From an optimization exercise on the open Yosys and OpenROAD flow, aimed at small area, a short achievable clock period and few clock cycles per item; shortcuts taken in it are not production practice.
No functional check of the RTL was part of any run shown here.

## flow/config.mk

```make
export PLATFORM = sky130hd
export DESIGN_NAME = ccu_muldiv_seq
export DESIGN_NICKNAME = ccu_muldiv_seq
export VERILOG_FILES = /design/flow/design.v
export SDC_FILE = /design/flow/constraint.sdc
export NUM_CORES = 4
export LEC_CHECK = 0
export CAP_MARGIN = 20
export CORE_MARGIN = 2
export CORE_UTILIZATION = 40
export SLEW_MARGIN = 20
```

## flow/flow/run.sh

```bash
#!/bin/bash
set -euo pipefail
bash standard.sh "BUFFER_PORTS_ARGS=-buffer_cell sky130_fd_sc_hd__buf_4" SETUP_SLACK_MARGIN=5.2 finish > standard_flow.log 2>&1
```

## flow/constraint.sdc

```tcl
create_clock -name core_clock -period 10.5 [get_ports {clk}]
set_input_delay 2.1000 -clock core_clock [delete_from_list [all_inputs] [get_ports {clk}]]
set_output_delay 2.1000 -clock core_clock [all_outputs]
set_load 0.01 [all_outputs]
```

## flow/design.v

```verilog
module ccu_muldiv_seq (
    input  logic        clk,
    input  logic        rst,
    input  logic        start,
    input  logic [7:0]  alu_mode,
    input  logic [31:0] src1,
    input  logic [31:0] src2,
    input  logic        flush,
    output logic        stall,
    output logic        done,
    output logic [31:0] result,
    output logic        ccu_ans_mux_sel,
    output logic [1:0]  state_dbg
);
    localparam logic [1:0] S_IDLE = 2'd0, S_MUL = 2'd1, S_DIV = 2'd2, S_DONE = 2'd3;
    localparam logic [2:0] P_PREP = 3'd0,   
                           P_INIT = 3'd1,   
                           P_STEP = 3'd2,   
                           P_CORR = 3'd3,   
                           P_FIX  = 3'd4;   
    function automatic logic [31:0] smear(input logic [31:0] x);
        for (int i = 31; i >= 0; i--)
            smear[i] = (i == 31) ? x[31] : (x[i] | smear[i + 1]);
    endfunction
    function automatic logic [5:0] tlen(input logic [31:0] t);
        logic [32:0] te;
        tlen = 6'd0;
        te = {1'b0, t};
        for (int i = 0; i < 32; i++)
            if (te[i] & ~te[i + 1]) tlen = 6'(i + 1);
    endfunction
    function automatic logic [8:0] pairs(input logic [31:0] s);
        pairs[0] = 1'b1;
        for (int k = 1; k < 9; k++)
            pairs[k] = s[4 * k - 1];
    endfunction
    function automatic logic [2:0] booth(input logic [2:0] w);
        booth = {w[1] ^ w[0],
                 (w[2] & ~w[1] & ~w[0]) | (~w[2] & w[1] & w[0]),
                 w[2]};
    endfunction
    logic [1:0]  state;
    logic [2:0]  ph;
    logic [5:0]  ptr;        
    logic [31:0] M;          
    logic [31:0] D;          
    logic [31:0] R;          
    logic        rs;         
    logic [31:0] H;          
    logic [4:0]  hc;         
    logic [5:0]  w1_r, w2_r;
    logic [1:0]  op_r;
    logic        n1_r, msign, dsign, sel_r, negres;
    logic        c_one, c_two, c_neg, c_xr, c_xh, c_xz, dbit;
    logic        h_one, h_two, h_neg;
    logic [2:0]  op;
    logic        is_md, accept, s1, s2, n1, n2, dz, swap, early;
    logic [31:0] S1, S2, S1n;
    logic [8:0]  T1, T2, Tm, L;
    logic [36:0] f1, f2;
    logic [4:0]  wf1, wf2;
    logic [3:0]  kbin;
    logic [5:0]  bc1, bc2, bcf;
    assign op     = alu_mode[2:0];
    assign is_md  = (alu_mode[7:4] == 4'h4);
    assign accept = (state == S_IDLE) & start & is_md & ~flush;
    assign s1     = op[2] ? ~op[0] : (op[1:0] != 2'b11);
    assign s2     = op[2] ? ~op[0] : ~op[1];
    assign n1     = s1 & src1[31];
    assign n2     = s2 & src2[31];
    assign dz     = (src2 == 32'd0);
    assign S1     = smear(src1 ^ {32{n1}});
    assign S2     = smear(src2 ^ {32{n2}});
    assign T1     = pairs(S1);
    assign T2     = pairs(S2);
    assign Tm     = T1 & T2;
    assign L      = Tm & ~{1'b0, Tm[8:1]};
    assign swap   = |(T1 & ~T2);
    assign f1     = {{4{n1}}, src1, 1'b0};
    assign f2     = {{4{n2}}, src2, 1'b0};
    always_comb begin
        wf1  = 5'd0;
        wf2  = 5'd0;
        kbin = 4'd0;
        for (int k = 0; k < 9; k++) begin
            wf1  = wf1 | ({5{L[k]}} & f1[4 * k +: 5]);
            wf2  = wf2 | ({5{L[k]}} & f2[4 * k +: 5]);
            kbin = kbin | ({4{L[k]}} & 4'(k));
        end
    end
    assign bc1    = {booth(wf1[4:2]), booth(wf1[2:0])};
    assign bc2    = {booth(wf2[4:2]), booth(wf2[2:0])};
    assign bcf    = swap ? bc2 : bc1;
    assign S1n    = n1 ? {S1[30:0], 1'b1} : S1;
    assign early  = dz | (|(S2 & ~S1n));
    logic        is_div, last, ge, dneg, fixr;
    logic [5:0]  pn;
    logic [6:0]  i0, ip1;
    logic [31:0] hsum;
    logic [36:0] mx, dext, mag, hmag, ya, yh, xa, sum;
    logic [4:0]  win;
    assign is_div = state[1];
    assign dneg   = dsign & D[31];
    assign last   = (ptr == 6'd0);
    assign pn     = ptr - 6'd1;
    assign mx     = {{4{msign & M[31]}}, M, 1'b0};
    assign win    = mx[{pn[3:0], 2'b00} +: 5];
    assign dext   = {{5{dneg}}, D};
    assign i0     = {1'b0, w1_r} + {6'd0, n1_r} - {1'b0, w2_r};
    assign ip1    = i0 + 7'd1;
    assign mag  = c_one ? dext
                : c_two ? {dext[35:0], 1'b0}
                : {5'd0, ({32{c_xr}} & R) | ({32{c_xh}} & H)};
    assign hmag = h_one ? dext
                : h_two ? {dext[35:0], 1'b0}
                : 37'd0;
    assign ya  = mag ^ {37{c_neg}};
    assign yh  = {hmag[34:0] ^ {35{h_neg}}, {2{h_neg & is_div}}};
    assign xa  = c_xz ? 37'd0
               : is_div ? {{3{rs}}, R, dbit, 1'b0}
               : {5'd0, R[27:0], 1'b0, h_neg, 2'b00};
    assign sum = xa + ya + yh + {36'd0, c_neg | (h_neg & is_div)};
    assign ge  = ~sum[36];
    logic [6:0]  hlo;
    logic [26:0] hup, hdn;
    assign hlo  = {2'b00, H[4:0]} + {{2{hc[4]}}, hc};
    assign hup  = H[31:5] + 27'd1;
    assign hdn  = H[31:5] - 27'd1;
    assign hsum = {hlo[6] ? hdn : (hlo[5] ? hup : H[31:5]), hlo[4:0]};
    assign fixr = op_r[1] & ~ge;
    always_ff @(posedge clk or posedge rst) begin
        if (rst) begin
            state <= S_IDLE;
        end else begin
            case (state)
                S_IDLE: if (accept) state <= !op[2] ? S_MUL : (early ? S_DONE : S_DIV);
                S_MUL: begin
                    if (flush)
                        state <= S_IDLE;
                    else if (last)
                        state <= S_DONE;
                end
                S_DIV: begin
                    if (flush)
                        state <= S_IDLE;
                    else if (ph == P_FIX || (ph == P_CORR && !negres) ||
                             (ph == P_STEP && last && !fixr && !negres))
                        state <= S_DONE;
                end
                default: state <= S_IDLE;
            endcase
        end
    end
    always_ff @(posedge clk) begin
        ptr  <= pn;
        dbit <= M[pn[4:0]] & ~pn[5];
        hc   <= (state == S_MUL) ? sum[36:32] : 5'd0;
        rs   <= 1'b0;
        R    <= sum[31:0];
        H    <= {hsum[27:0], R[31:28]};
        {h_one, h_two, h_neg, c_one, c_two, c_neg} <= {booth(win[4:2]), booth(win[2:0])};
        {c_xr, c_xh, c_xz} <= 3'b000;
        case (state)
            S_IDLE: begin
                ptr <= {2'b00, kbin};
                R   <= op[2] ? src1 : 32'd0;
                H   <= {32{op[2] & dz}};
                if (op[2]) begin
                    {h_one, h_two, h_neg, c_one, c_two, c_neg} <= {5'b00000, n1};
                    {c_xr, c_xh, c_xz} <= 3'b101;
                end else begin
                    {h_one, h_two, h_neg, c_one, c_two, c_neg} <= bcf;
                end
            end
            S_DIV: begin
                {h_one, h_two, h_neg, c_one, c_two, c_neg} <= {5'b00001, ge ^ dneg};
                H <= {H[30:0], ge};
                case (ph)
                    P_PREP: H <= 32'd0;
                    P_INIT: begin
                        R    <= M >> ip1[5:0];
                        H    <= 32'd0;
                        ptr  <= i0[5:0];
                        dbit <= M[i0[4:0]] & ~i0[5];
                        c_neg <= ~dneg;
                    end
                    P_STEP: begin
                        {rs, R} <= sum[33:1];
                        if (last) begin
                            if (fixr) begin
                                {h_one, h_two, h_neg, c_one, c_two, c_neg} <= {2'b10, dneg, 3'b000};
                            end else begin
                                {h_one, h_two, h_neg, c_one, c_two, c_neg} <= 6'b000001;
                                {c_xr, c_xh, c_xz} <= {op_r[1], ~op_r[1], 1'b1};
                            end
                        end
                    end
                    P_CORR: begin
                        R <= sum[33:2];
                        {h_one, h_two, h_neg, c_one, c_two, c_neg} <= 6'b000001;
                        {c_xr, c_xh, c_xz} <= 3'b101;
                    end
                    default: ;
                endcase
            end
            default: ;
        endcase
    end
    always_ff @(posedge clk) begin
        case (state)
            S_IDLE: begin
                M      <= (!op[2] && swap) ? src2 : src1;
                D      <= (!op[2] && swap) ? src1 : src2;
                msign  <= swap ? s2 : s1;
                dsign  <= swap ? s1 : s2;
                op_r   <= op[1:0];
                w1_r   <= tlen(S1);
                w2_r   <= tlen(S2);
                n1_r   <= n1;
                ph     <= op[2] ? (n1 ? P_PREP : P_INIT) : P_STEP;
                negres <= op[2] & (op[1] ? n1 : (n1 ^ n2));
                sel_r  <= op[2] ? op[1] : (op[1:0] == 2'b00);
            end
            S_DIV: begin
                case (ph)
                    P_PREP: begin
                        M  <= sum[31:0];
                        ph <= P_INIT;
                    end
                    P_INIT: ph <= P_STEP;
                    P_STEP: if (last) ph <= fixr ? P_CORR : P_FIX;
                    P_CORR: ph <= P_FIX;
                    default: sel_r <= 1'b1;
                endcase
            end
            default: ;
        endcase
    end
    assign result          = sel_r ? R : hsum;
    assign stall           = accept | (state == S_MUL) | (state == S_DIV);
    assign done            = (state == S_DONE);
    assign ccu_ans_mux_sel = done;
    assign state_dbg       = state;
endmodule
```

## flow/standard.sh

```bash
#!/bin/bash
# synth_recipe.tcl (not shown) runs the flow's synth.tcl, then flattens the netlist and writes it again
# the make line also repeats each setting of config.mk as NAME=value (left out here)
make -C /OpenROAD-flow-scripts/flow DESIGN_CONFIG=/design/flow/config.mk WORK_HOME=/design/flow/orfs CLKGATE_MAP_FILE= SYNTH_SCRIPT=/design/flow/synth_recipe.tcl "${@:-finish}"
```

==> results of run 1 <==
[stage by stage]
step	hold slack [ns]	worst slack [ns]	std cells	util
2_1_floorplan	0.484	5.38	2679	-
3_3_place_gp	0.558	3.82	3285	0.428
3_5_place_dp	0.566	3.72	3286	0.428
4_1_cts	0.560	5.04	3338	0.448
5_1_grt	0.600	4.91	3366	0.460
6_report	0.565	5.02	3367	0.460
[worst paths after layout]
path,startpoint,to,cells past startpoint
min in group asynchronous,rst,state[0]$_DFFE_PP0P_,2
hold / removal,H[4]$_DFF_P_,H[5]$_DFF_P_,2
max in group asynchronous,rst,state[1]$_DFFE_PP0P_,2
setup / recovery,H[2]$_DFF_P_,result[28],11
hold reg to reg,H[4]$_DFF_P_,H[5]$_DFF_P_,2
setup reg to reg,H[1]$_DFF_P_,R[11]$_DFF_P_,21
[worst min-delay path, stage by stage (launching register included)]
cell	delay, ns
dfxtp_1	0.35
a21oi_1	0.14
a21oi_1	0.05
[layout make-up]
type | count | area [sq um] | share of cell area
Multi-Input combinational cell | 2201 | 15300 | 0.663
Clock buffer | 21 | 482 | 0.0209
Sequential cell | 173 | 4350 | 0.189
Inverter | 80 | 308 | 0.0133
Tap cell | 672 | 841 | 0.0364
Antenna cell | 1 | 2.50 | 0.000108
Timing Repair Buffer | 208 | 1700 | 0.0735
Clock inverter | 11 | 97.6 | 0.00423
[layer usage]
layer,global-route usage,vias to the layer above
met4,0.161,8
met3,0.0706,258
li1,-,9857
met5,0,-
met1,0.453,10700
met2,0.519,1445
[what timing repair did]
item,in CTS,in global routing
pin swaps,18,26
buffers inserted,20,26
gates cloned,0,2
endpoints found under the setup margin,112,79
resized for setup,67,88
[sequential cells by signal (all words and copies together), names as in the netlist, 2 cells and up]
signal  cells
D          32
H          32
M          32
R          32
ptr         6
w1_r        6
w2_r        6
hc          5
ph          3
state       2
[logic make-up (layout without fill, tap and decap cells)]
kind of cell               Yosys count  after routing  synth area share
DFF                                173            173             0.213
other                                0              1                 0
adders and majority gates           99             99            0.0754
muxes                              158            158             0.108
AOI/OAI and AO/OA                  869            870             0.272
xor gates and xnor gates           158            158            0.0695
buffers and inverters              306            320            0.0597
and+or+nand+nor                    916            916             0.202
[Yosys cell counts (24+ instances only)]
cell	n	area [sq um]
inv_1	76	285
xor2_1	66	578
o21ai_0	190	951
buf_1	24	90.1
dfxtp_1	86	1720
mux2i_1	88	881
nand2_1	393	1480
edfxtp_1	85	2550
mux4_2	45	1010
nor4_1	24	150
clkbuf_1	177	664
ha_1	60	751
a221oi_1	24	210
a31oi_1	29	181
xnor2_1	90	788
o21ai_1	27	135
a21oi_1	251	1260
nor3_1	55	275
nand3_1	47	235
a211oi_1	29	218
a21o_1	26	195
a22oi_1	87	653
fa_1	39	781
nor2_1	245	920
o211ai_1	30	225
==> summary.txt, run 1 <==
* CTS tree: built
* YS warnings at 1
* Slowest-stage cell, CP: or4_4
* Unrepaired setup endpoints after global routing: true
* Synthesized area at 20,300 sq um
* Initial antenna violation count at 4
* Flop-to-flop setup slack at 5.29 ns
* First-pass DRT Iterations at 6
* Post-synthesis sequential area ratio at 0.213
* Aggregate global-route resource usage at 0.338
* Clock Pin Slew Worst Setup and Hold Paths at 0.08 ns
* Wire length on met2 at 40,300 um
* Slew Viols, Final at 0
* Grt ovf at 0
* CTS Buf Count at 17
* Max Cap Violations at 0
* Critical Path Fanout Max at 4
* Clk root buf: clkbuf_16
* Pin count of the biggest net entering global routing at 67
* Worst Path Arrival at 3.38 ns
* Area Growth Syn to Fin at 13.6%
* Highest Clock Rate at 183 MHz
* Post-Syn Instances at 2,679
* Vias per Instance at 6.62
* Crit path cell chain: ha_1 > a21o_1 > a21oi_2 > o21bai_2 > xnor2_2 > or4_4 > nor4_4 > o22ai_1 > xnor2_1 > mux2_4 > buf_6
* Synth Flop Type: dfxtp_1
* Finished layout cell area at 23,100 sq um
* EDFF count, synth at 85
* Total negative setup slack at 0 ns
* PortBufs at 111
* Vias in the first global route at 20.5k
* Commonest non-fill, non-tap cell in the layout: nand2_1
* Detailed Place HPWL at 69,100 um
* Fillers at 5,044
* Ports at 113
* Max_slew headroom at 0.297
* 1st-iter DRT viols at 3,208
* Post-Synthesis Net Count at 2,854
* Skew final at 0.0163 ns
* Crit start category: flip-flop
* Netlist cell types at 93
* Total die area at 52,600 sq um
* Outcome: complete, no violations
* Dominant delay contributor by cell family on the critical path: simple AND/OR/NAND/NOR gates
* WL/cell at 27.4 um
* Share of cells above drive strength 1 at 0.157
* Finish-stage setup viols at 0
* CTS Sinks at 173
* Max clock buf depth at 2
* Fin crit share at 0.522
* Worst skew pair latency at 0.48 ns
* Worst Setup End Kind: primary output
* Core box area at 50,200 sq um
* DRC at 0
* Die W at 229 um
* Chip height at 229 um
* FF+latch count, synth at 173
* WP buf/inv at 1
* Syn_area_per_cell at 7.58 sq um
* Commonest cells after routing, fill and taps aside: nand2_1, a21oi_1, nor2_1
* Area after DPL at 21,500 sq um
* H-tree depth at 4
* Worst Path Required at 8.40 ns
* Worst path max stage delay at 0.50 ns
* Num rows at 82
* Count of final hold-check violations at 0
* Met1 wire length at 37,200 um
* Slew @ Worst Pin at 1.05 ns
* DR top layer: met5
* Vias at 22.3k
* DRT Wirelength at 92,300 um
* Gpl congestion at 1.02
* Fraction of registers with async set or reset after synthesis at 0.0116
* Met3 WL at 9670 um
* WS Path Type: reg2out
* ANT nets after route at 0
* Initial Util at 0.405
* CTS Hold Buffers Added at 0
* Post-layout nets at 2,856
* Post-route minimum period at 5.48 ns
* First-pass GRT wire length at 135,000 um
* Worst Hold Class: reg2reg
==> run 2, diff against run 1 <==
--- a/flow/config.mk
+++ b/flow/config.mk
@@ -9,3 +9,3 @@
 export CORE_MARGIN = 2
-export CORE_UTILIZATION = 40
+export CORE_UTILIZATION = 50
 export SLEW_MARGIN = 20
==> run 2 against run 1 <==
Sequential share of layout area grew 0.051 points. Clock skew grew 0.00053 ns. Design area shrank 0.36%. Global-route usage grew 11 points. Final cell count shrank 4.3%. Largest cell class unchanged. Clock-buffer cell count shrank 4. Flip-flop and latch count is the same. Hold slack lost 0.017 ns.
==> summary.txt, run 2 <==
* Critical Path Source: H[2]$_DFF_P_
* ANT nets after route at 0 (unchanged)
* Max_slew headroom at 0.273 (-0.0238)
* Core box area at 39,900 sq um (-20%)
* Clock Pin Slew Worst Setup and Hold Paths at 0.08 ns (about the same)
* Post-route minimum period at 5.47 ns (-0.00982 ns)
* Largest area contributor in the netlist: edfxtp_1
* Placed cell count at 3,131 (-4.7%)
* Area after DPL at 21,200 sq um (-1.1%)
* Total die area at 42,300 sq um (-20%)
* Gpl congestion at 1.06 (+4.2%)
* Highest Clock Rate at 183 MHz (+0.18%)
* Final Instance Count excl. Fillers at 3,222 (-4.3%)
* CTS Hold Buffers Added at 0 (unchanged)
* Worst path max stage delay at 0.51 ns (about the same)
* Slew @ Worst Pin at 1.09 ns (+0.0392 ns)
* Crit start category: flip-flop
* Initial Util at 0.509 (+0.104)
* Worst Path Required at 8.40 ns (about the same)
* Fraction of registers with async set or reset after synthesis at 0.0116 (unchanged)
* 1st-iter DRT viols at 3,321 (+3.5%)
* Synth Flop Type: dfxtp_1
* CTS Buf Count at 17 (unchanged)
* Finish-stage setup viols at 0 (unchanged)
* Synth cell count leaders: nand2_1, a21oi_1, nor2_1
* Skew final at 0.0169 ns (+0.000526 ns)
* Vias in the first global route at 21.1k (+3.0%)
* Num rows at 73 (-11%)
* Ports at 113 (unchanged)
* Area Growth Syn to Fin at 13.2%
* EDFF count, synth at 85 (unchanged)
* H-tree depth at 4 (unchanged)
* WP buf/inv at 1 (unchanged)
* FF+latch count, synth at 173 (unchanged)
* Count of final hold-check violations at 0 (unchanged)
* Grt ovf at 0 (unchanged)
* Vias at 22.9k (+2.9%)
* Commonest cells after routing, fill and taps aside: nand2_1, a21oi_1, nor2_1
* Aggregate global-route resource usage at 0.449 (+0.111)
* Post-Synthesis Net Count at 2,854 (unchanged)
* Syn_area_per_cell at 7.58 sq um (unchanged)
* Post-synthesis sequential area ratio at 0.213 (unchanged)
* DP Worst Slack at 3.45 ns (-0.273 ns)
* Final core utilization at 0.576 (+0.116)
* Synthesized area at 20,300 sq um (unchanged)
* Slowest-stage cell, CP: or4_4
* CTS Sinks at 173 (unchanged)
* Clk root buf: clkbuf_16
* Pin count of the biggest net entering global routing at 67 (unchanged)
* Initial antenna violation count at 4 (unchanged)
* First-pass DRT Iterations at 8 (+2)
* YS warnings at 1 (unchanged)
* Finished layout cell area at 23,000 sq um (-0.36%)
* DRC at 0 (unchanged)
* Worst skew pair latency at 0.50 ns (+0.02 ns)
* Max Cap Violations at 0 (unchanged)
* Dominant delay contributor by cell family on the critical path: simple AND/OR/NAND/NOR gates
* PortBufs at 111 (unchanged)
* Detailed Place HPWL at 70,500 um (+2.1%)
* Post-Syn Instances at 2,679 (unchanged)
* Fin crit share at 0.521 (-0.000935)
* Reg2reg start: h_one$_DFF_P_
* WL/cell at 29.9 um (+9.0%)
* Synth top area cells: edfxtp_1, dfxtp_1, nand2_1
* Top-area cell type share of the netlist area at 0.126 (unchanged)
* CTS tree: built
* Outcome: complete, no violations
* Worst Hold Class: reg2reg
* WS Path Type: reg2out
* Worst Setup End Kind: primary output
* Slew Viols, Final at 0 (unchanged)
* Most frequent cell after synthesis: nand2_1
* Final Worst Setup Slack at 5.03 ns (+0.00982 ns)
* Unrepaired setup endpoints after global routing: true
* Vias per Instance at 7.12 (+7.6%)
* Share of cells above drive strength 1 at 0.162 (+0.00495)
* Max clock buf depth at 2 (unchanged)
* Post-layout nets at 2,854 (-0.070%)
* Total negative setup slack at 0 ns (unchanged)
* Worst Path Arrival at 3.37 ns (about the same)
* First-pass GRT wire length at 138,000 um (+2.9%)
* DRT Wirelength at 96,200 um (+4.3%)
* Critical Path Fanout Max at 4 (unchanged)
* Commonest non-fill, non-tap cell in the layout: nand2_1
* Crit path cell chain: ha_1 > a21o_1 > a21oi_2 > o21bai_2 > xnor2_2 > or4_4 > nor4_4 > o22ai_2 > xnor2_1 > mux2_2 > buf_4
* Chip height at 206 um (-10%)
* Die W at 206 um (-10%)
* Hold path startpoint: H[0]$_DFF_P_
* Netlist cell types at 93 (unchanged)
-- run 2: cell counts after synthesis --
No cell type changed its count.
-- run 2: layout make-up --
class                           instances  area (sq um)
Multi-Input combinational cell       2201         15400
Clock inverter                         15           170
Timing Repair Buffer                  206          1660
Inverter                               80           309
Sequential cell                       173          4350
Antenna cell                            5          12.5
Fill cell                            3688         16900
Tap cell                              525           657
Clock buffer                           17           425
-- run 2: final timing paths --
| path | end | slack (ns) | cells after the start |
|---|---|---|---|
| min in group asynchronous | state[0]$_DFFE_PP0P_ | 1.44 | 2 |
| max | result[28] | 5.03 | 11 |
| max reg2reg | R[31]$_DFF_P_ | 5.28 | 16 |
| min reg2reg | H[1]$_DFF_P_ | 0.55 | 2 |
| min | H[1]$_DFF_P_ | 0.55 | 2 |
| max in group asynchronous | state[1]$_DFFE_PP0P_ | 8.94 | 2 |
-- run 2: per-layer routing --
| layer | track usage | part of all wire | vias up |
|---|---|---|---|
| li1 | - | - | 9858 |
| met1 | 0.562 | 0.36 | 11000 |
| met2 | 0.688 | 0.44 | 1740 |
| met3 | 0.126 | 0.13 | 401 |
| met4 | 0.266 | 0.071 | 0 |
| met5 | 0 | 0 | - |
-- run 2: logic make-up after synthesis --
logic type	after synthesis	synth area share
XOR/XNOR	158	0.0695
buffers and inverters	306	0.0597
adder cells (fa/ha/maj)	99	0.0754
multiplexers	158	0.108
AND/OR/NAND/NOR	916	0.202
flip-flops	173	0.213
AO/OA/AOI/OAI	869	0.272
-- run 2: timing repair --
item / CTS / global route
pin swaps: 21 / 29
gates cloned: 1 / 2
setup endpoints to repair: 135 / 73
gates resized for setup: 82 / 86
buffers inserted: 24 / 27
-- run 2: tightest hold or removal path, cell delays in order, from the launching register on --
cell and delay [ns]:
dfxtp_2 0.35, a21oi_1 0.13, nor2_1 0.05
-- run 2: stage by stage --
stage          hold slack [ns]
6_report                 0.548
5_1_grt                  0.576
4_1_cts                  0.538
3_5_place_dp             0.537
3_3_place_gp             0.542
2_1_floorplan            0.484
==> run 3, diff against run 2 <==
==> flow/flow/run.sh (replaced) <==
#!/bin/bash
set -euo pipefail
bash standard.sh "BUFFER_PORTS_ARGS=-buffer_cell sky130_fd_sc_hd__buf_4" SETUP_SLACK_MARGIN=5.5 finish > standard_flow.log 2>&1
--- a/flow/config.mk
+++ b/flow/config.mk
@@ -9,3 +9,3 @@
 export CORE_MARGIN = 2
-export CORE_UTILIZATION = 50
+export CORE_UTILIZATION = 40
 export SLEW_MARGIN = 20
==> run 3 against run 2 <==
Design area up 8.9%. Critical path depth up 3. Global-route usage down 8.5 points. Core utilization down 7.7 points. Via count up 2.6%. Register-to-register slack worse by 0.48 ns. Critical endpoint is now result[13].
==> summary.txt, run 3 <==
* Outcome: complete, no violations
* Synth cell count leaders: nand2_1, a21oi_1, nor2_1
* Worst Hold Class: reg2reg
* Unrepaired setup endpoints after global routing: true
* Post-layout nets at 2,992 (+4.8%)
* Total die area at 52,600 sq um (+24%)
* Finish-stage setup viols at 0 (unchanged)
* Top-area cell type share of the netlist area at 0.126 (unchanged)
* Vias at 23.5k (+2.6%)
* Fin crit share at 0.557 (+0.0365)
* Post-synthesis sequential area ratio at 0.213 (unchanged)
* DP Worst Slack at 3.76 ns (+0.310 ns)
* CTS Buf Count at 17 (unchanged)
* Fraction of registers with async set or reset after synthesis at 0.0116 (unchanged)
* Reg2reg start: H[1]$_DFF_P_
* CTS tree: built
* 1st-iter DRT viols at 3,179 (-4.3%)
* Highest Clock Rate at 171 MHz (-6.5%)
* Die W at 229 um (+12%)
* Post-Syn Instances at 2,679 (unchanged)
* Detailed Place HPWL at 70,900 um (+0.56%)
* EDFF count, synth at 85 (unchanged)
* Num rows at 82 (+12%)
* Max_slew headroom at 0.203 (-0.0696)
* Grt ovf at 0 (unchanged)
* Netlist cell types at 93 (unchanged)
* Area Growth Syn to Fin at 23.2%
* Worst Path Arrival at 3.75 ns (+0.38 ns)
* Share of cells above drive strength 1 at 0.227 (+0.0645)
* Placed cell count at 3,286 (+5.0%)
* Initial antenna violation count at 1 (-3)
* Final Worst Setup Slack at 4.65 ns (-0.383 ns)
* Most frequent cell after synthesis: nand2_1
* Vias per Instance at 6.72 (-5.6%)
* Worst Path Required at 8.40 ns (about the same)
* Largest area contributor in the netlist: edfxtp_1
* Clk root buf: clkbuf_16
* Worst skew pair latency at 0.52 ns (+0.02 ns)
* Slew Viols, Final at 0 (unchanged)
* Chip height at 229 um (+12%)
* Core box area at 50,200 sq um (+26%)
* ANT nets after route at 0 (unchanged)
* First-pass GRT wire length at 143,000 um (+3.5%)
* CTS Sinks at 173 (unchanged)
* Commonest non-fill, non-tap cell in the layout: nand2_1
* FF+latch count, synth at 173 (unchanged)
* H-tree depth at 4 (unchanged)
* Syn_area_per_cell at 7.58 sq um (unchanged)
* Skew final at 0.0245 ns (+0.00761 ns)
* CTS Hold Buffers Added at 0 (unchanged)
* Post-Synthesis Net Count at 2,854 (unchanged)
* Antenna cells at 0 (-5)
* Max clock buf depth at 2 (unchanged)
* Pin count of the biggest net entering global routing at 67 (unchanged)
* Max Cap Violations at 0 (unchanged)
* Gpl congestion at 1.00 (-5.5%)
* DRC at 0 (unchanged)
* Aggregate global-route resource usage at 0.364 (-0.0847)
* Slew @ Worst Pin at 1.18 ns (+0.0935 ns)
* WS Path Type: reg2out
* Synth Flop Type: dfxtp_1
* YS warnings at 1 (unchanged)
* Final Instance Count excl. Fillers at 3,502 (+8.7%)
* Critical Path Fanout Max at 4 (unchanged)
* Synthesized area at 20,300 sq um (unchanged)
* Total negative setup slack at 0 ns (unchanged)
* Worst Setup End Kind: primary output
* WL/cell at 29.0 um (-3.0%)
* DRT Wirelength at 101,000 um (+5.5%)
* Post-route minimum period at 5.85 ns (+0.383 ns)
* First-pass DRT Iterations at 7 (-1)
* Clock Pin Slew Worst Setup and Hold Paths at 0.07 ns (about the same)
* Initial Util at 0.405 (-0.104)
* Crit start category: flip-flop
* Hold path startpoint: R[28]$_DFF_P_
* Count of final hold-check violations at 0 (unchanged)
* Vias in the first global route at 21.7k (+2.9%)
* Critical Path Source: H[1]$_DFF_P_
* Ports at 113 (unchanged)
* Commonest cells after routing, fill and taps aside: nand2_1, buf_4, a21oi_1
* Synth top area cells: edfxtp_1, dfxtp_1, nand2_1
* PortBufs at 111 (unchanged)
run 3: logic make-up after synthesis:
group,Yosys count,share of synthesized area
AO/OA/AOI/OAI,869,0.272
XOR/XNOR,158,0.0695
adder cells (fa/ha/maj),99,0.0754
buffers and inverters,306,0.0597
flip-flops,173,0.213
multiplexers,158,0.108
AND/OR/NAND/NOR,916,0.202
run 3: through the flow:
stage                     cell area (sq um)   util  hold WS [ns]
after floorplan                       20300      -         0.484
after global placement                21500  0.429         0.560
after detailed placement              21500  0.429         0.573
after CTS                             24000  0.478         0.554
after global routing                  25000  0.499         0.579
final                                 25000  0.499         0.580
run 3: routing by layer:
metal  track usage  vias to the layer above  routed length, um
met2         0.567                     1610              45100
met4         0.199                        2               6120
met3        0.0616                      351              10200
li1              -                    10100                  -
met1         0.481                    11500              40000
met5             0                        -                 12
run 3: timing repair:
item	CTS	global route
buffers inserted	138	40
gates cloned	4	2
pin swaps	46	48
setup endpoints to repair	144	96
gates resized for setup	189	163
run 3: final timing paths:
| path | to | slack, ns | cells past startpoint |
|---|---|---|---|
| setup reg to reg | H[13]$_DFF_P_ | 4.80 | 39 |
| hold reg to reg | H[0]$_DFF_P_ | 0.58 | 2 |
| max in group asynchronous | state[1]$_DFFE_PP0P_ | 8.93 | 2 |
| setup / recovery | result[13] | 4.65 | 14 |
| hold / removal | H[0]$_DFF_P_ | 0.58 | 2 |
| min in group asynchronous | state[0]$_DFFE_PP0P_ | 1.44 | 2 |
run 3: area by class of cell:
type                    instances  area, sq um
well taps                     672          841
flip-flops and latches        173         4350
inverters                      80          323
clock inverters                12          116
multi-input cells            2200        15800
repair buffers                345         3110
fillers                      4811        25100
clock buffers                  20          478
run 3: critical path, stage by stage, from the launching register on:
cell	delay [ns]
dfxtp_4	0.37
buf_6	0.12
ha_4	0.19
a21o_1	0.16
a21o_1	0.18
a21oi_2	0.15
o21bai_2	0.12
xnor2_2	0.18
buf_4	0.20
nor3_2	0.45
nand4_1	0.39
o31ai_4	0.21
xnor2_2	0.13
o21ai_1	0.22
buf_4	0.16
==> run 4, diff against run 3 <==
--- a/flow/config.mk
+++ b/flow/config.mk
@@ -9,3 +9,3 @@
 export CORE_MARGIN = 2
-export CORE_UTILIZATION = 40
+export CORE_UTILIZATION = 45
 export SLEW_MARGIN = 20
==> run 4 against run 3 <==
Largest cell class unchanged. Wire length is 0.72% higher. Core utilization grew 5.9 points. Sequential share of layout area increased by 0.18 points. Setup slack improved by 0.21 ns. Clock skew is 0.011 ns lower. Critical endpoint unchanged. Still clean. Design area down 1.0%. Global-route usage is 4.9 points higher. Flip-flop and latch count is the same. Register-to-register slack better by 0.32 ns. Hold slack lost 0.025 ns.
==> summary.txt, run 4 <==
* Highest Clock Rate at 177 MHz (+3.8%)
* Unrepaired setup endpoints after global routing: true
* Synth Area in Adders at 0.0754 (unchanged)
* Worst Path Required at 8.40 ns (about the same)
* Worst skew pair latency at 0.50 ns (-0.02 ns)
* Critical Path Fanout Max at 4 (unchanged)
* Multi-input gate area at 15,800 sq um (about the same)
* Met1 usage at 0.562 (+0.0805)
* Post-synthesis sequential area ratio at 0.213 (unchanged)
* Simple logic cell fraction of the synthesized area at 0.202 (unchanged)
* DRC at 0 (unchanged)
* Vias per Instance at 6.86 (+2.0%)
* Synth top area cells: edfxtp_1, dfxtp_1, nand2_1
* Chip height at 216 um (-5.6%)
* Synth cell count leaders: nand2_1, a21oi_1, nor2_1
* Multiplexer area fraction after synthesis at 0.108 (unchanged)
* Syn_area_per_cell at 7.58 sq um (unchanged)
* Fraction of registers with async set or reset after synthesis at 0.0116 (unchanged)
* Most frequent cell after synthesis: nand2_1
* Fin crit share at 0.537 (-0.0202)
* First-pass DRT Iterations at 6 (-1)
* Post-route minimum period at 5.64 ns (-0.212 ns)
* Area after DPL at 21,400 sq um (-0.51%)
* CTS Hold Buffers Added at 0 (unchanged)
* Synth Flop Type: dfxtp_1
* Core box area at 44,400 sq um (-11%)
* Worst Setup End Kind: primary output
* EDFF count, synth at 85 (unchanged)
* Worst path max stage delay at 0.49 ns (+0.04 ns)
* Skew final at 0.0130 ns (-0.0115 ns)
* Netlist cell types at 93 (unchanged)
* Commonest cells after routing, fill and taps aside: nand2_1, buf_4, nor2_1
* Outcome: complete, no violations
* Post-Synthesis Net Count at 2,854 (unchanged)
* Die W at 216 um (-5.6%)
* Count of final hold-check violations at 0 (unchanged)
* Initial Util at 0.457 (+0.0525)
* Ports at 113 (unchanged)
* Hold Crit Depth at 2 (unchanged)
* Most Crowded Layer GR: met2
* DRT Wirelength at 102,000 um (+0.72%)
* Fillers at 4,139 (-14%)
* Detailed Place HPWL at 72,400 um (+2.1%)
* 1st-iter DRT viols at 3,762 (+18%)
* Initial antenna violation count at 3 (+2)
* Post-layout nets at 2,981 (-0.37%)
* Hold_ws at 0.556 ns (-0.0246 ns)
* Met2 Usage GRT at 0.619 (+0.0525)
* Finished layout cell area at 24,800 sq um (-1.0%)
* WL/cell at 30.0 um (+3.4%)
* Max Cap Violations at 0 (unchanged)
* Post-synthesis compound-gate area fraction at 0.272 (unchanged)
* Synthesized area at 20,300 sq um (unchanged)
* H-tree depth at 4 (unchanged)
* Reg2Reg Depth at 40 (+2.6%)
* Slew Viols, Final at 0 (unchanged)
* Vias in the first global route at 21.2k (-2.3%)
* Aggregate global-route resource usage at 0.413 (+0.0493)
* CTS tree: built
* Vias at 23.4k (-0.69%)
* Dominant delay contributor by cell family on the critical path: compound AO/OA/AOI/OAI gates
* Met3 Usage GRT at 0.103 (+0.0415)
* Pin count of the biggest net entering global routing at 67 (unchanged)
* ANT nets after route at 0 (unchanged)
* Largest area contributor in the netlist: edfxtp_1
* CTS Sinks at 173 (unchanged)
* Top-area cell type share of the netlist area at 0.126 (unchanged)
* Slew @ Worst Pin at 1.27 ns (+0.0948 ns)
* Flip-flop and latch area at 4350 sq um (unchanged)
* Post-Syn Instances at 2,679 (unchanged)
* Share of cells above drive strength 1 at 0.217 (-0.00940)
* Crit path cell chain: ha_4 > a21o_1 > a21o_1 > a21oi_2 > o21bai_2 > xnor2_2 > buf_4 > nor3_1 > nand4_1 > o31ai_4 > xnor2_2 > o21ai_1 > buf_4
* Levels on crit path at 13 (-1)
* Max_slew headroom at 0.139 (-0.0640)
* FF+latch count, synth at 173 (unchanged)
* XOR/XNOR Fraction of Synth Area at 0.0695 (unchanged)
* Clock Pin Slew Worst Setup and Hold Paths at 0.08 ns (about the same)
* Area Growth Syn to Fin at 22.0%
* Total negative setup slack at 0 ns (unchanged)
* Crit start category: flip-flop
* YS warnings at 1 (unchanged)
* PortBufs at 111 (unchanged)
* Antenna cells at 0 (unchanged)
* CTS Buf Count at 17 (unchanged)
* Commonest non-fill, non-tap cell in the layout: nand2_1
* Max clock buf depth at 2 (unchanged)
* Num rows at 77 (-6.1%)
* Clk root buf: clkbuf_16
* First-pass GRT wire length at 143,000 um (-0.18%)
* Largest family of logic cells by synthesized area: compound AO/OA/AOI/OAI gates
* Gpl congestion at 1.00 (about the same)
* Grt ovf at 0 (unchanged)
* Total die area at 46,900 sq um (-11%)
* WP buf/inv at 2 (-1)
* Worst Path Arrival at 3.54 ns (-0.21 ns)
* WS Path Type: reg2out
* Slowest-stage cell, CP: nor3_1
* Finish-stage setup viols at 0 (unchanged)
* Worst Hold Class: reg2reg
[run 4: cell counts after synthesis]
Identical to the previous run, type by type.
[run 4: area by class of cell]
class / instances / area share
inverters: 80 / 0.0129
clock buffers: 20 / 0.0193
clock inverters: 12 / 0.00409
well taps: 592 / 0.0299
repair buffers: 333 / 0.119
flip-flops and latches: 173 / 0.176
multi-input cells: 2201 / 0.639
[run 4: metal layers]
layer / up-vias / wire length [um]
li1: 10100 / -
met5: - / 20
met4: 4 / 5670
met2: 1731 / 43500
met1: 11200 / 40400
met3: 349 / 12600
[run 4: per-stage QoR]
| step | utilization | worst slack, ns | std cells |
|---|---|---|---|
| floorplan | - | 5.50 | 2679 |
| global placement | 0.482 | 4.01 | 3203 |
| detailed placement | 0.482 | 3.93 | 3203 |
| CTS | 0.532 | 5.07 | 3361 |
| global route | 0.558 | 4.83 | 3411 |
| finish | 0.558 | 4.86 | 3411 |
[run 4: tightest hold or removal path: stages, from the launching register on]
cell     delay [ns]
dfxtp_1        0.34
a21oi_1        0.13
nor2_1         0.05
[run 4: final timing paths]
path | to | slack [ns] | from
worst max-delay path | result[13] | 4.86 | H[1]$_DFF_P_
min in group asynchronous | state[0]$_DFFE_PP0P_ | 1.45 | rst
worst min-delay path | H[4]$_DFF_P_ | 0.56 | H[3]$_DFF_P_
worst min register to register | H[4]$_DFF_P_ | 0.56 | H[3]$_DFF_P_
worst max register to register | H[13]$_DFF_P_ | 5.12 | H[0]$_DFF_P_
max in group asynchronous | state[1]$_DFFE_PP0P_ | 8.93 | rst
[run 4: logic make-up after synthesis]
family	Yosys count
AND/OR/NAND/NOR	916
AO/OA/AOI/OAI	869
buffers and inverters	306
flip-flops	173
XOR/XNOR	158
multiplexers	158
adder cells (fa/ha/maj)	99
[run 4: repair_timing]
action	4_1_cts	5_1_grt
gates cloned	2	3
pin swaps	46	54
gates resized for setup	170	166
endpoints found under the setup margin	143	94
buffers inserted	124	47
==> run 5, diff against run 4 <==
--- a/flow/config.mk
+++ b/flow/config.mk
@@ -9,3 +9,3 @@
 export CORE_MARGIN = 2
-export CORE_UTILIZATION = 45
+export CORE_UTILIZATION = 50
 export SLEW_MARGIN = 20
==> run 5 against run 4 <==
Still clean. Synthesized cell count is the same. Design area down 2.0%. Flip-flop and latch count did not move. Hold slack worse by 0.013 ns. Clock-buffer cell count decreased by 1. Critical path depth unchanged. Largest cell class unchanged.
==> summary.txt, run 5 <==
* Crit path capture: result[24]
* Synth Flop Type: dfxtp_1
* Hold_ws at 0.542 ns (-0.0134 ns)
* Vias at 24.0k (+2.5%)
* Pin count of the biggest net entering global routing at 67 (unchanged)
* Clock Pin Slew Worst Setup and Hold Paths at 0.07 ns (about the same)
* Slew Viols, Final at 0 (unchanged)
* Finish-stage setup viols at 0 (unchanged)
* R2r endpoint: H[15]$_DFF_P_
* Total negative setup slack at 0 ns (unchanged)
* H-tree depth at 4 (unchanged)
* EDFF count, synth at 85 (unchanged)
* WL/cell at 30.7 um (+2.5%)
* Aggregate global-route resource usage at 0.462 (+0.0482)
* Post-Synthesis Net Count at 2,854 (unchanged)
* Critical Path Fanout Max at 4 (unchanged)
* First-pass DRT Iterations at 10 (+4)
* Initial antenna violation count at 5 (+2)
* Share of cells above drive strength 1 at 0.207 (-0.0109)
* Core box area at 39,900 sq um (-10%)
* Top-area cell type share of the netlist area at 0.126 (unchanged)
* Detailed Place HPWL at 69,700 um (-3.8%)
* Netlist cell types at 93 (unchanged)
* Worst Hold Class: reg2reg
* Worst skew pair latency at 0.51 ns (about the same)
* Skew final at 0.0140 ns (+0.00106 ns)
* Worst Path Arrival at 3.61 ns (+0.07 ns)
* Worst Setup End Kind: primary output
* DP Worst Slack at 4.25 ns (+0.317 ns)
* Synthesized area at 20,300 sq um (unchanged)
* Synth top area cells: edfxtp_1, dfxtp_1, nand2_1
* Vias per Instance at 7.25 (+5.8%)
* Final Worst Setup Slack at 4.79 ns (-0.0770 ns)
* Die W at 206 um (-5.0%)
* Num rows at 73 (-5.2%)
* Count of final hold-check violations at 0 (unchanged)
* Critical Path Source: H[1]$_DFF_P_
* ANT nets after route at 0 (unchanged)
* DRT Wirelength at 101,000 um (-0.73%)
* FF+latch count, synth at 173 (unchanged)
* Commonest non-fill, non-tap cell in the layout: nand2_1
* Clk root buf: clkbuf_16
* PortBufs at 111 (unchanged)
* Initial Util at 0.509 (+0.0516)
* Outcome: complete, no violations
* CTS Hold Buffers Added at 0 (unchanged)
* WS Path Type: reg2out
* Area Growth Syn to Fin at 19.5%
* Fraction of registers with async set or reset after synthesis at 0.0116 (unchanged)
* Post-layout nets at 2,941 (-1.3%)
* Chip height at 206 um (-5.0%)
* Max clock buf depth at 2 (unchanged)
* Post-synthesis sequential area ratio at 0.213 (unchanged)
* Gpl congestion at 1.06 (+5.6%)
* Ports at 113 (unchanged)
* Grt ovf at 0 (unchanged)
* 1st-iter DRT viols at 3,924 (+4.3%)
* Highest Clock Rate at 175 MHz (-1.3%)
* DRC at 0 (unchanged)
* Max_slew headroom at 0.304 (+0.165)
* Antenna cells at 0 (unchanged)
* Post-Syn Instances at 2,679 (unchanged)
* Post-route minimum period at 5.71 ns (+0.0770 ns)
* Crit start category: flip-flop
* CTS Sinks at 173 (unchanged)
* Fin crit share at 0.544 (+0.00734)
* Total die area at 42,300 sq um (-9.8%)
* Max Cap Violations at 0 (unchanged)
* First-pass GRT wire length at 143,000 um (+0.21%)
* Reg2reg start: H[1]$_DFF_P_
* Syn_area_per_cell at 7.58 sq um (unchanged)
* YS warnings at 1 (unchanged)
* Vias in the first global route at 22.1k (+4.1%)
* Hold Crit Depth at 2 (unchanged)
* Slew @ Worst Pin at 1.03 ns (-0.245 ns)
* Commonest cells after routing, fill and taps aside: nand2_1, buf_4, a21oi_1
* Worst Path Required at 8.40 ns (about the same)
* Reg2Reg Depth at 36 (-10%)
* Largest area contributor in the netlist: edfxtp_1
* Unrepaired setup endpoints after global routing: true
* Flop-to-flop setup slack at 4.97 ns (-0.15 ns)
* Most frequent cell after synthesis: nand2_1
* CTS tree: built
* CTS Buf Count at 17 (unchanged)
* Synth cell count leaders: nand2_1, a21oi_1, nor2_1
## run 5: changes by cell type in the layout (fill, tap and decap cells not counted), moves of 6 or more
| cell | change |
|---|---|
| buf_6 | -30 |
| buf_4 | -7 |
| a21oi_2 | -6 |
| xnor2_1 | -6 |
## run 5: worst min path at each step
stage                            from           end
CTS                      H[2]$_DFF_P_  H[3]$_DFF_P_
finish                   H[2]$_DFF_P_  H[3]$_DFF_P_
global route             H[2]$_DFF_P_  H[3]$_DFF_P_
floorplan           op_r[1]$_DFFE_PP_  c_xh$_DFF_P_
detailed placement       H[0]$_DFF_P_  H[1]$_DFF_P_
global placement         H[0]$_DFF_P_  H[1]$_DFF_P_
## run 5: layer usage
layer  vias up  wire, um  global-route usage
met5         -        13                   0
met4         2      7860               0.274
met3       592     14300               0.152
met2      2068     43300               0.700
met1     11300     36000               0.570
li1      10000         -                   -
## run 5: stage by stage
step / instances / utilization / instance area, sq um
finish: 3304 / 0.608 / 24300
global route: 3304 / 0.608 / 24300
CTS: 3276 / 0.585 / 23400
detailed placement: 3135 / 0.533 / 21300
global placement: 3135 / 0.533 / 21300
floorplan: 2679 / - / 20300
## run 5: final cells by class
type | count | area [sq um]
Inverter | 80 | 323
Fill cell | 3490 | 15600
Timing Repair Buffer | 294 | 2510
Sequential cell | 173 | 4350
Multi-Input combinational cell | 2200 | 15900
Tap cell | 525 | 657
Clock buffer | 19 | 433
Clock inverter | 13 | 145
## run 5: critical path, cell delays in order, from the launching register on
cell	delay, ns
dfxtp_4	0.36
ha_4	0.22
a21o_1	0.16
a21o_1	0.19
a21oi_4	0.28
o21bai_4	0.14
xnor2_4	0.17
or4_4	0.51
buf_6	0.16
nor3_4	0.29
o22ai_2	0.14
xor2_1	0.20
mux2i_1	0.10
buf_4	0.18
## run 5: kinds of logic after synthesis
group / after synthesis / synth area share
flip-flops: 173 / 0.213
AND/OR/NAND/NOR: 916 / 0.202
XOR/XNOR: 158 / 0.0695
multiplexers: 158 / 0.108
AO/OA/AOI/OAI: 869 / 0.272
adder cells (fa/ha/maj): 99 / 0.0754
buffers and inverters: 306 / 0.0597
## run 5: what timing repair did
action                     4_1_cts  5_1_grt
gates cloned                     1        1
pin swaps                       38       45
setup endpoints to repair      129       90
buffers inserted               108       27
gates resized for setup        158      154
==> run 6, diff against run 5 <==
--- a/flow/design.v
+++ b/flow/design.v
@@ -42,2 +42,3 @@
     logic [1:0]  state;
+    logic        idle_r, busy_r;    
     logic [2:0]  ph;
@@ -65,3 +66,3 @@
     assign is_md  = (alu_mode[7:4] == 4'h4);
-    assign accept = (state == S_IDLE) & start & is_md & ~flush;
+    assign accept = idle_r & start & is_md & ~flush;
     assign s1     = op[2] ? ~op[0] : (op[1:0] != 2'b11);
@@ -123,8 +124,3 @@
     assign ge  = ~sum[36];
-    logic [6:0]  hlo;
-    logic [26:0] hup, hdn;
-    assign hlo  = {2'b00, H[4:0]} + {{2{hc[4]}}, hc};
-    assign hup  = H[31:5] + 27'd1;
-    assign hdn  = H[31:5] - 27'd1;
-    assign hsum = {hlo[6] ? hdn : (hlo[5] ? hup : H[31:5]), hlo[4:0]};
+    assign hsum = H + {{27{hc[4]}}, hc};
     assign fixr = op_r[1] & ~ge;
@@ -139,3 +135,3 @@
                         state <= S_IDLE;
-                    else if (last)
+                    else if (ph == P_FIX || (last && !negres))
                         state <= S_DONE;
@@ -151,2 +147,32 @@
             endcase
+        end
+    end
+    logic [1:0] state_n;
+    always_comb begin
+        state_n = state;
+        case (state)
+            S_IDLE: if (accept) state_n = !op[2] ? S_MUL : (early ? S_DONE : S_DIV);
+            S_MUL: begin
+                if (flush)
+                    state_n = S_IDLE;
+                else if (ph == P_FIX || (last && !negres))
+                    state_n = S_DONE;
+            end
+            S_DIV: begin
+                if (flush)
+                    state_n = S_IDLE;
+                else if (ph == P_FIX || (ph == P_CORR && !negres) ||
+                         (ph == P_STEP && last && !fixr && !negres))
+                    state_n = S_DONE;
+            end
+            default: state_n = S_IDLE;
+        endcase
+    end
+    always_ff @(posedge clk or posedge rst) begin
+        if (rst) begin
+            idle_r <= 1'b1;
+            busy_r <= 1'b0;
+        end else begin
+            idle_r <= (state_n == S_IDLE);
+            busy_r <= (state_n == S_MUL) | (state_n == S_DIV);
         end
@@ -174,2 +200,3 @@
             end
+            S_MUL: if (ph == P_FIX) H <= hsum;
             S_DIV: begin
@@ -220,5 +247,6 @@
                 ph     <= op[2] ? (n1 ? P_PREP : P_INIT) : P_STEP;
-                negres <= op[2] & (op[1] ? n1 : (n1 ^ n2));
+                negres <= op[2] ? (op[1] ? n1 : (n1 ^ n2)) : (op[1:0] != 2'b00);
                 sel_r  <= op[2] ? op[1] : (op[1:0] == 2'b00);
             end
+            S_MUL: if (last) ph <= P_FIX;
             S_DIV: begin
@@ -238,4 +266,4 @@
     end
-    assign result          = sel_r ? R : hsum;
-    assign stall           = accept | (state == S_MUL) | (state == S_DIV);
+    assign result          = sel_r ? R : H;
+    assign stall           = accept | busy_r;
     assign done            = (state == S_DONE);
--- a/flow/config.mk
+++ b/flow/config.mk
@@ -9,3 +9,3 @@
 export CORE_MARGIN = 2
-export CORE_UTILIZATION = 50
+export CORE_UTILIZATION = 40
 export SLEW_MARGIN = 20
==> run 6 against run 5 <==
Still clean. Via count is 1.4% lower. Clock-buffer cell count is 1 higher. Clock skew is 0.0034 ns higher. Core utilization is 13 points lower. Critical path depth is 1 higher. Maximum frequency is 11% higher. Critical path type is now in2reg. Critical endpoint is now busy_r$_DFF_PP0_.
==> summary.txt, run 6 <==
* Outcome: complete, no violations
* ANT nets after route at 0 (unchanged)
* Initial Util at 0.407 (-0.102)
* First-pass DRT Iterations at 6 (-4)
* Commonest cells after routing, fill and taps aside: nand2_1, nor2_1, a21oi_1
* Finish-stage setup viols at 0 (unchanged)
* Initial antenna violation count at 3 (-2)
* DRC at 0 (unchanged)
* Worst Path Required at 10.89 ns (+2.49 ns)
* PortBufs at 111 (unchanged)
* CTS tree: built
* Total die area at 55,600 sq um (+32%)
* DP Worst Slack at 3.39 ns (-0.863 ns)
* Post-Synthesis Net Count at 2,971 (+4.1%)
* Placed cell count at 3,412 (+8.8%)
* 1st-iter DRT viols at 3,044 (-22%)
* Synth Flop Type: dfxtp_1
* Synth Area in Adders at 0.0846 (+0.00923)
* Commonest non-fill, non-tap cell in the layout: nand2_1
* Syn_area_per_cell at 7.75 sq um (+2.2%)
* Unrepaired setup endpoints after global routing: true
* Post-Syn Instances at 2,773 (+3.5%)
* Count of final hold-check violations at 0 (unchanged)
* Synth cell count leaders: nand2_1, nor2_1, a21oi_1
* CTS Sinks at 175 (+1.2%)
* Post-layout nets at 3,023 (+2.8%)
* WS Path Type: in2reg
* Pin count of the biggest net entering global routing at 66 (-1.5%)
* Final Instance Count excl. Fillers at 3,527 (+6.7%)
* Synth top area cells: edfxtp_1, dfxtp_1, a21oi_1
* Crit path cell chain: buf_16 > mux2_4 > buf_4 > nor2_4 > buf_8 > a31oi_1 > a311oi_1 > a211oi_1 > or4_4 > or4_4 > a211oi_4 > a211o_1 > a31o_4 > ha_4
* Total negative setup slack at 0 ns (unchanged)
* Worst skew pair latency at 0.51 ns (about the same)
* Detailed Place HPWL at 75,300 um (+8.1%)
* Core box area at 52,900 sq um (+32%)
* Largest area contributor in the netlist: edfxtp_1
* Multiplexer area fraction after synthesis at 0.115 (+0.00722)
* Post-synthesis compound-gate area fraction at 0.294 (+0.0219)
* Synthesized area at 21,500 sq um (+5.8%)
* Grt ovf at 0 (unchanged)
* Simple logic cell fraction of the synthesized area at 0.186 (-0.0161)
* Crit start category: input pin
* Post-route minimum period at 5.14 ns (-0.576 ns)
* Slew Viols, Final at 0 (unchanged)
* Max clock buf depth at 2 (unchanged)
* Max_slew headroom at 0.271 (-0.0335)
* Slew @ Worst Pin at 1.09 ns (+0.0594 ns)
* Top-area cell type share of the netlist area at 0.119 (-0.00693)
* Final core utilization at 0.474 (-0.134)
* YS warnings at 1 (unchanged)
* Most frequent cell after synthesis: nand2_1
* Clk root buf: clkbuf_16
* Fraction of registers with async set or reset after synthesis at 0.0229 (+0.0113)
* Worst Hold Class: reg2reg
* Skew final at 0.0175 ns (+0.00343 ns)
* Fin crit share at 0.489 (-0.0548)
* Num rows at 84 (+15%)
* Vias in the first global route at 22.0k (-0.31%)
* Area Growth Syn to Fin at 16.6%
* Max Cap Violations at 0 (unchanged)
* Die W at 236 um (+15%)
* H-tree depth at 4 (unchanged)
* Gpl congestion at 1.02 (-4.1%)
* Slowest-stage cell, CP: or4_4
* Highest Clock Rate at 195 MHz (+11%)
* Worst Setup End Kind: flip-flop
* Netlist cell types at 91 (-2.2%)
* Worst Path Arrival at 5.53 ns (+1.92 ns)
* Share of cells above drive strength 1 at 0.185 (-0.0212)
* DRT Wirelength at 102,000 um (+0.64%)
* XOR/XNOR Fraction of Synth Area at 0.0619 (-0.00762)
* Post-synthesis sequential area ratio at 0.204 (-0.00935)
* Chip height at 236 um (+15%)
* Vias at 23.6k (-1.4%)
* Worst path max stage delay at 0.61 ns (+0.10 ns)
* CTS Buf Count at 17 (unchanged)
* Final Worst Setup Slack at 5.36 ns (+0.576 ns)
* WL/cell at 29.0 um (-5.7%)
* Aggregate global-route resource usage at 0.355 (-0.106)
* First-pass GRT wire length at 148,000 um (+3.0%)
* EDFF count, synth at 85 (unchanged)
* Largest family of logic cells by synthesized area: compound AO/OA/AOI/OAI gates
* Most Frequent Cell on Critical Path: or4_4
* Ports at 113 (unchanged)
* Vias per Instance at 6.70 (-7.6%)
* Critical Path Fanout Max at 21 (+17)
* FF+latch count, synth at 175 (+1.2%)
* Clock Pin Slew Worst Setup and Hold Paths at 0.08 ns (about the same)
## run 6: cell types whose count changed in the layout (fill, tap and decap cells not counted), moves of 28 or more
cell     previous run  this run
nand2_1           385       327
o21ai_0           155       195
buf_6              46        11
o21ai_1            55        21
mux2_2             16        46
nor2_1            233       261
## run 6: worst paths after layout
check	slack [ns]	endpoint	from	cells after the start
hold reg to reg	0.54	c_xh$_DFF_P_	op_r[1]$_DFFE_PP_	1
min in group asynchronous	1.48	state[0]$_DFF_PP0_	rst	2
hold / removal	0.54	c_xh$_DFF_P_	op_r[1]$_DFFE_PP_	1
max in group asynchronous	8.80	idle_r$_DFF_PP1_	rst	2
setup reg to reg	5.61	R[9]$_DFF_P_	c_xr$_DFF_P_	20
setup / recovery	5.36	busy_r$_DFF_PP0_	alu_mode[2]	14
## run 6: layout make-up
cell class,count,area [sq um]
multi-input combinational,2302,16700
clock inverter,12,123
fill,5223,27800
inverter,76,302
clock buffer,20,457
tap,688,861
antenna,1,2.50
sequential,175,4390
timing repair buffer,252,2240
timing repair inverter,1,7.51
## run 6: kinds of logic (layout without fill, tap and decap cells)
| logic type | after synthesis | after routing |
|---|---|---|
| buffers and inverters | 296 | 361 |
| muxes | 178 | 178 |
| xor gates and xnor gates | 152 | 152 |
| and+or+nand+nor | 889 | 889 |
| AOI/OAI and AO/OA | 961 | 961 |
| other | 0 | 1 |
| adders and majority gates | 122 | 122 |
| DFF | 175 | 175 |
## run 6: repair_timing
item	4_1_cts	5_1_grt
hold buffers	0	0
pin swaps	26	33
gates cloned	4	3
buffers inserted	44	31
resized for setup	121	81
endpoints found under the setup margin	117	79
## run 6: worst max-delay path: cells and delay by family
family / cells / cell delay, ns
fa+ha+maj: 1 / 0.19
simple gates: 3 / 1.30
compound gates: 6 / 1.07
mux: 1 / 0.33
buf+inv: 3 / 0.50
## run 6: through the flow
step           hold slack [ns]  cell area (sq um)
3_5_place_dp             0.522              22900
6_report                 0.543              25100
5_1_grt                  0.547              25100
4_1_cts                  0.519              24400
2_1_floorplan            0.463              21600
3_3_place_gp             0.515              22900
## run 6: per-layer routing
metal | vias to the layer above | track usage | share of wire
li1 | 10400 | - | -
met5 | - | 0 | 0.00024
met2 | 1547 | 0.550 | 0.44
met3 | 274 | 0.0742 | 0.10
met1 | 11400 | 0.462 | 0.39
met4 | 4 | 0.198 | 0.064
==> run 7, diff against run 6 <==
--- a/flow/design.v
+++ b/flow/design.v
@@ -58,3 +58,3 @@
     logic        is_md, accept, s1, s2, n1, n2, dz, swap, early;
-    logic [31:0] S1, S2, S1n;
+    logic [31:0] S1n, U1, U2, V1, V2;
     logic [8:0]  T1, T2, Tm, L;
@@ -72,6 +72,8 @@
     assign dz     = (src2 == 32'd0);
-    assign S1     = smear(src1 ^ {32{n1}});
-    assign S2     = smear(src2 ^ {32{n2}});
-    assign T1     = pairs(S1);
-    assign T2     = pairs(S2);
+    assign U1     = smear(src1);
+    assign U2     = smear(src2);
+    assign V1     = smear({1'b0, src1[30:0] ^ src1[31:1]});
+    assign V2     = smear({1'b0, src2[30:0] ^ src2[31:1]});
+    assign T1     = s1 ? pairs(V1) : pairs(U1);
+    assign T2     = s2 ? pairs(V2) : pairs(U2);
     assign Tm     = T1 & T2;
@@ -94,4 +96,4 @@
     assign bcf    = swap ? bc2 : bc1;
-    assign S1n    = n1 ? {S1[30:0], 1'b1} : S1;
-    assign early  = dz | (|(S2 & ~S1n));
+    assign S1n    = src1[31] ? {V1[30:0], 1'b1} : V1;
+    assign early  = dz | (~op[0] ? (|(V2 & ~S1n)) : (|(U2 & ~U1)));
     logic        is_div, last, ge, dneg, fixr;
@@ -243,4 +245,4 @@
                 op_r   <= op[1:0];
-                w1_r   <= tlen(S1);
-                w2_r   <= tlen(S2);
+                w1_r   <= s1 ? tlen(V1) : tlen(U1);
+                w2_r   <= s2 ? tlen(V2) : tlen(U2);
                 n1_r   <= n1;
==> run 7 against run 6 <==
Final cell count rose by 5.1%. Wire length rose by 5.3%. Largest cell class unchanged. Setup slack got worse by 0.25 ns. Design area rose by 7.1%. Core utilization rose by 2.2 points.
==> summary.txt, run 7 <==
* Post-route minimum period at 5.38 ns (+0.245 ns)
* Fin crit share at 0.513 (+0.0234)
* Total die area at 56,900 sq um (+2.4%)
* Core box area at 54,100 sq um (+2.4%)
* Largest area contributor in the netlist: edfxtp_1
* CTS Buf Count at 17 (unchanged)
* Post-synthesis sequential area ratio at 0.199 (-0.00481)
* Unrepaired setup endpoints after global routing: true
* WS Path Type: in2reg
* EDFF count, synth at 85 (unchanged)
* Aggregate global-route resource usage at 0.364 (+0.00842)
* DP Worst Slack at 3.30 ns (-0.0913 ns)
* CTS Sinks at 175 (unchanged)
* Met2 Usage GRT at 0.576 (+0.0261)
* PortBufs at 111 (unchanged)
* Slew @ Worst Pin at 1.10 ns (+0.0140 ns)
* Slew Viols, Final at 0 (unchanged)
* DRC at 0 (unchanged)
* ANT nets after route at 0 (unchanged)
* Vias per Instance at 6.77 (+1.0%)
* Die W at 239 um (+1.2%)
* Final Worst Setup Slack at 5.12 ns (-0.245 ns)
* Finish-stage setup viols at 0 (unchanged)
* Skew final at 0.0156 ns (-0.00189 ns)
* Initial antenna violation count at 3 (unchanged)
* Clk root buf: clkbuf_16
* Final core utilization at 0.496 (+0.0218)
* DRT Wirelength at 107,000 um (+5.3%)
* Max_slew headroom at 0.264 (-0.00716)
* Post-Synthesis Net Count at 3,109 (+4.6%)
* Vias in the first global route at 23.2k (+5.4%)
* First-pass DRT Iterations at 9 (+3)
* Pin count of the biggest net entering global routing at 80 (+21%)
* 1st-iter DRT viols at 3,085 (+1.3%)
* Netlist cell types at 86 (-5.5%)
* FF+latch count, synth at 175 (unchanged)
* Placed cell count at 3,531 (+3.5%)
* Worst skew pair latency at 0.51 ns (about the same)
* Synth top area cells: edfxtp_1, dfxtp_1, a21oi_1
* Total negative setup slack at 0 ns (unchanged)
* Hold_ws at 0.532 ns (-0.0117 ns)
* Area Growth Syn to Fin at 21.9%
* Commonest non-fill, non-tap cell in the layout: a21oi_1
* Detailed Place HPWL at 78,600 um (+4.4%)
* Outcome: complete, no violations
* Worst Path Required at 10.88 ns (about the same)
* Area after DPL at 23,500 sq um (+2.6%)
* Post-Syn Instances at 2,892 (+4.3%)
* Worst Hold Class: reg2reg
* Chip height at 239 um (+1.2%)
* Met3 Usage GRT at 0.0798 (+0.00560)
* WL/cell at 29.0 um (+0.16%)
* Most frequent cell after synthesis: a21oi_1
* Clock Pin Slew Worst Setup and Hold Paths at 0.07 ns (about the same)
* Gpl congestion at 1.01 (-0.31%)
* Fraction of registers with async set or reset after synthesis at 0.0229 (unchanged)
* Ports at 113 (unchanged)
* Max Cap Violations at 0 (unchanged)
* Commonest cells after routing, fill and taps aside: a21oi_1, nor2_1, nand2_1
* Top-area cell type share of the netlist area at 0.116 (-0.00281)
* Syn_area_per_cell at 7.61 sq um (-1.8%)
* Crit start category: input pin
* Worst Setup End Kind: flip-flop
* Post-layout nets at 3,214 (+6.3%)
* Critical Path Fanout Max at 7 (-67%)
* H-tree depth at 4 (unchanged)
* Reg2Reg Depth at 22 (+10%)
* Num rows at 85 (+1.2%)
* Synth cell count leaders: a21oi_1, nor2_1, nand2_1
* Final Instance Count excl. Fillers at 3,707 (+5.1%)
* CTS Hold Buffers Added at 0 (unchanged)
* Met1 usage at 0.444 (-0.0183)
* First-pass GRT wire length at 153,000 um (+3.5%)
* Hold Crit Depth at 1 (unchanged)
* Count of final hold-check violations at 0 (unchanged)
* YS warnings at 1 (unchanged)
* Max clock buf depth at 2 (unchanged)
* Synth Flop Type: dfxtp_1
* Grt ovf at 0 (unchanged)
* Share of cells above drive strength 1 at 0.214 (+0.0286)
* Vias at 25.1k (+6.2%)
* Highest Clock Rate at 186 MHz (-4.6%)
* Most Crowded Layer GR: met2
* Finished layout cell area at 26,800 sq um (+7.1%)
* Initial Util at 0.407 (about the same)
* CTS tree: built
* Synthesized area at 22,000 sq um (+2.4%)
* Worst Path Arrival at 5.77 ns (+0.24 ns)
## run 7: final timing paths
check                                  startpoint          endpoint  slack (ns)
worst max-delay path                     src2[24]     h_one$_DFF_P_        5.12
worst min-delay path            op_r[1]$_DFFE_PP_      c_xh$_DFF_P_        0.53
worst max register to register       c_xr$_DFF_P_  busy_r$_DFF_PP0_        5.56
worst min register to register  op_r[1]$_DFFE_PP_      c_xh$_DFF_P_        0.53
max in group asynchronous                     rst  idle_r$_DFF_PP1_        8.79
min in group asynchronous                     rst  busy_r$_DFF_PP0_        1.48
## run 7: kinds of logic after synthesis
| group | share of synthesized area |
|---|---|
| xor+xnor | 0.0736 |
| mux | 0.100 |
| buf+inv | 0.0567 |
| flops | 0.199 |
| compound gates | 0.294 |
| fa+ha+maj | 0.0934 |
| simple gates | 0.183 |
## run 7: worst max-delay path, cell delays in order
cell and delay, ns:
buf_4 0.16, inv_2 0.08, ha_4 0.26, or2_2 0.34
or3_4 0.44, buf_12 0.14, o31a_1 0.26, o211a_4 0.17
buf_8 0.13, a222oi_1 0.64, o211ai_1 0.24, nor2_2 0.27
xor2_1 0.12, a222oi_1 0.33, nand2_1 0.07
## run 7: cell type report
cell class	count	area, sq um
tap	696	871
multi-input combinational	2399	17800
sequential	175	4390
clock inverter	15	161
inverter	106	448
clock buffer	17	425
timing repair buffer	298	2790
fill	5226	27300
antenna	1	2.50
## run 7: repair_timing
action,CTS,global route
endpoints found under the hold margin,0,0
gates resized for setup,177,150
cloned,8,8
pin swaps,58,64
setup buffers,75,52
endpoints found under the setup margin,120,98
## run 7: routing by layer
| metal | part of all wire | vias to the layer above |
|---|---|---|
| met4 | 0.079 | 6 |
| met5 | 0.00041 | - |
| met2 | 0.45 | 1516 |
| met3 | 0.091 | 427 |
| li1 | - | 11000 |
| met1 | 0.38 | 12200 |

==> afterwards: timing with drivers on the ports <==
The flow's constraints put no driver on any port. The routed layouts listed below were extracted and timed again, unchanged, in two steps.
Step 1, drivers: a clkbuf_16 drives clk and a buf_2 each remaining input, both assumed.
Step 2 moves the port delays by t, midway between the first and last clock arrival at a register: inputs arrive t later, outputs are due t later. That takes back most of the time a late clock gives input paths.
Three values: ideal ports, drivers, drivers and shift; two values: the first two.
run	t, ns	setup slack, ns	worst slew at a driven data input, ns
run 1	0.526	5.023 / 4.966 / 4.690	0.05
run 2	0.553	5.033 / 4.976 / 4.754	0.09
run 3	0.566	4.650 / 4.593 / 4.801	0.07
run 4	0.559	4.863 / 4.800 / 4.964	0.06
run 5	0.559	4.786 / 4.724 / 4.975	0.06
run 6	0.563	5.361 / 5.355 / 4.792	0.09
run 7	0.559	5.116 / 5.125 / 4.566	0.07
After both steps setup and hold are still met in every run listed. The setup slack of run 6, which loses most, moves by -0.006 ns with the drivers and by -0.569 ns with both steps.
